Context: an optimization exercise on an open-source flow, tuned for small area. The choices shown serve that exercise and are no tape-out recipe.
Function was checked by simulation only, so behaviour that the tests miss may differ from the original.
Power figures rest on the tool's default switching activity, not on a simulated workload.

Design dpram_clr, start of the top module:
module dpram_clr (
    input  logic       clock,
    input  logic       reset_n,
    input  logic       clear_req,
    output logic       busy,
    input  logic [8:0] address_a,
    input  logic [7:0] data_a,
    input  logic       wren_a,
    output logic [7:0] q_a,
    input  logic [8:0] address_b,
    input  logic [7:0] data_b,
    input  logic       wren_b,
    output logic [7:0] q_b,
    output logic       collision
);
    localparam int DW = dpram_pkg::DATA_WIDTH;
    localparam int AW = dpram_pkg::ADDR_WIDTH;
    localparam int N  = dpram_pkg::DEPTH;
    logic          r_busy;
    logic [AW-1:0] r_count;
    always_ff @(posedge clock or negedge reset_n) begin
        if (!reset_n) begin
            r_busy  <= 1'b1;
            r_count <= '0;
        end else if (r_busy) begin
            r_count <= r_count + 1'b1;
            if (&r_count) r_busy <= 1'b0;
        end else if (clear_req) begin
            r_busy <= 1'b1;
        end
    end
    assign busy = r_busy;
    logic r_phase;
    always_ff @(posedge clock or negedge reset_n) begin
        if (!reset_n) r_phase <= 1'b0;
        else          r_phase <= ~r_phase;
    end
    logic          w_same_addr;
    logic [AW-1:0] w_addr_a;
    logic          w_we_a;
    logic          w_we_b;
    logic [DW-1:0] w_xa_n;
    logic [DW-1:0] w_xb_n;
    assign w_same_addr = (address_a == address_b);
    assign w_addr_a    = r_busy ? r_count : address_a;
    assign w_we_a      = r_busy | wren_a;
    assign w_we_b      = !r_busy && wren_b && !(wren_a && w_same_addr);
    assign w_xa_n      = ~(r_busy ? {DW{r_phase}} :
                           wren_a ? (data_a ^ {DW{r_phase}}) : '0);
    assign w_xb_n      = ~(w_we_b ? (data_b ^ {DW{r_phase}}) : '0);
    logic [31:0] w_pa_hi, w_pb_hi;
    logic [15:0] w_pa_lo_n, w_pb_lo_n;
    logic [15:0] w_pwa_lo, w_pwb_lo;
    always_comb begin
        for (int k = 0; k < 32; k++) begin
            w_pa_hi[k] = (w_addr_a[8:4]  == 5'(k));
            w_pb_hi[k] = (address_b[8:4] == 5'(k));
        end
  ...
Size in the first run: roughly 4100 flip-flops.
==> flow/config.mk <==
export PLATFORM = sky130hd
export DESIGN_NAME = dpram_clr
export DESIGN_NICKNAME = dpram_clr
export VERILOG_FILES = /design/flow/design.v
export SDC_FILE = /design/flow/constraint.sdc
export NUM_CORES = 8
export LEC_CHECK = 0
export CAP_MARGIN = 20
export CORE_MARGIN = 2
export CORE_UTILIZATION = 30
export CTS_BUF_LIST = sky130_fd_sc_hd__clkbuf_8 sky130_fd_sc_hd__clkbuf_16
export CTS_CLUSTER_DIAMETER = 100
export CTS_CLUSTER_SIZE = 20
export GPL_TIMING_DRIVEN = 0
export PLACE_DENSITY = 0.38
export SLEW_MARGIN = 20
export SYNTH_HIERARCHICAL = 1
export SYNTH_MEMORY_MAX_BITS = 8192
==> flow/constraint.sdc <==
create_clock -name core_clock -period 10.0 [get_ports {clock}]
set_input_delay 2.0000 -clock core_clock [delete_from_list [all_inputs] [get_ports {clock}]]
set_output_delay 2.0000 -clock core_clock [all_outputs]
set_load 0.01 [all_outputs]
standard.sh (not shown) runs the stock make flow with config.mk's settings and CLKGATE_MAP_FILE= SYNTH_SCRIPT=/design/flow/synth_recipe.tcl, a recipe that flattens the netlist after the stock synthesis.
==> flow/flow/run.sh <==
#!/bin/bash
# Layout flow: the standard flow (standard.sh), with these changes after
# the standard synthesis:
#  - clock tree synthesis without dummy loads, clkbuf_16 sink clusters;
#  - the port buffers are buf_1 cells;
#  - the repair after global routing uses a 30% slew and capacitance margin.
# Each step's full output goes to a log file of its own in this folder.
set -euo pipefail
here=$(pwd)

# 1. the standard synthesis, unchanged
bash standard.sh synth > log_synth.txt 2>&1

# 2. the rest of the standard flow with the changes above
export PRE_GLOBAL_ROUTE_TCL="$here/flow/grt_margins.tcl"
export CTS_ARGS="-sink_clustering_enable -repair_clock_nets -buf_list {sky130_fd_sc_hd__clkbuf_16} -sink_clustering_size 22 -sink_clustering_max_diameter 100 -dont_use_dummy_load"
export BUFFER_PORTS_ARGS="-buffer_cell sky130_fd_sc_hd__buf_1"
bash standard.sh finish > log_finish.txt 2>&1

# 3. keep ORFS's own per-step logs and reports beside the flow logs
cp -r orfs/logs logs_orfs 2>/dev/null || true
cp -r orfs/reports reports_orfs 2>/dev/null || true
==> flow/flow/grt_margins.tcl <==
set ::env(CAP_MARGIN) 30
set ::env(SLEW_MARGIN) 30
Then changed:
==> flow/flow/run.sh (replaced) <==
#!/bin/bash
# Layout flow: the standard flow (standard.sh), with two changes after
# the standard synthesis:
#  - clock tree synthesis without dummy loads,
#  - the port buffers are buf_1 cells.
# Each step's full output goes to a log file of its own in this folder.
set -euo pipefail

# 1. the standard synthesis, unchanged
bash standard.sh synth > log_synth.txt 2>&1

# 2. the rest of the standard flow with the changes above
export CTS_ARGS="-sink_clustering_enable -repair_clock_nets -buf_list {sky130_fd_sc_hd__clkbuf_8 sky130_fd_sc_hd__clkbuf_16} -sink_clustering_size 20 -sink_clustering_max_diameter 100 -dont_use_dummy_load"
export BUFFER_PORTS_ARGS="-buffer_cell sky130_fd_sc_hd__buf_1"
bash standard.sh finish > log_finish.txt 2>&1

# 3. keep ORFS's own per-step logs and reports beside the flow logs
cp -r orfs/logs logs_orfs 2>/dev/null || true
cp -r orfs/reports reports_orfs 2>/dev/null || true
removed: flow/flow/grt_margins.tcl
=> Power is higher by 0.87%; sequential share of layout area is about the same; clock-buffer cell count came out higher by 13; register-to-register slack gains 0.10 ns; synthesized cell count is unchanged; via count fell by 0.33%; cell area hardly moves; global-route usage is about the same; clock skew increases by 0.0087 ns; setup slack is worse by 0.036 ns.

re-timing with driven ports:
The flow's constraints put no driver on any port. The routed layouts listed below were extracted and timed again, unchanged, in two steps. Step 1: set_driving_cell puts a clkbuf_16 on clock and a buf_2 on each other input, an assumption about the parent block. Step 2 moves the port delays by t, midway between the first and last clock arrival at a register: inputs arrive t later, outputs are due t later. That takes back most of the time a late clock gives input paths. Slacks: ideal ports / drivers / drivers and shift; pairs: ideal ports / drivers.
| run | t (ns) | setup slack, ns | worst hold slack (ns) |
|---|---|---|---|
| the first run | 1.149 | 1.465 / 1.289 / 0.140 | 0.459 / 0.459 / 0.459 |
| the second run | 1.149 | 1.428 / 1.293 / 0.144 | 0.455 / 0.455 / 0.455 |
After both steps every run listed still meets setup and hold. The setup slack of the first run, which loses most, moves by -0.176 ns with the drivers and by -1.325 ns with both steps.
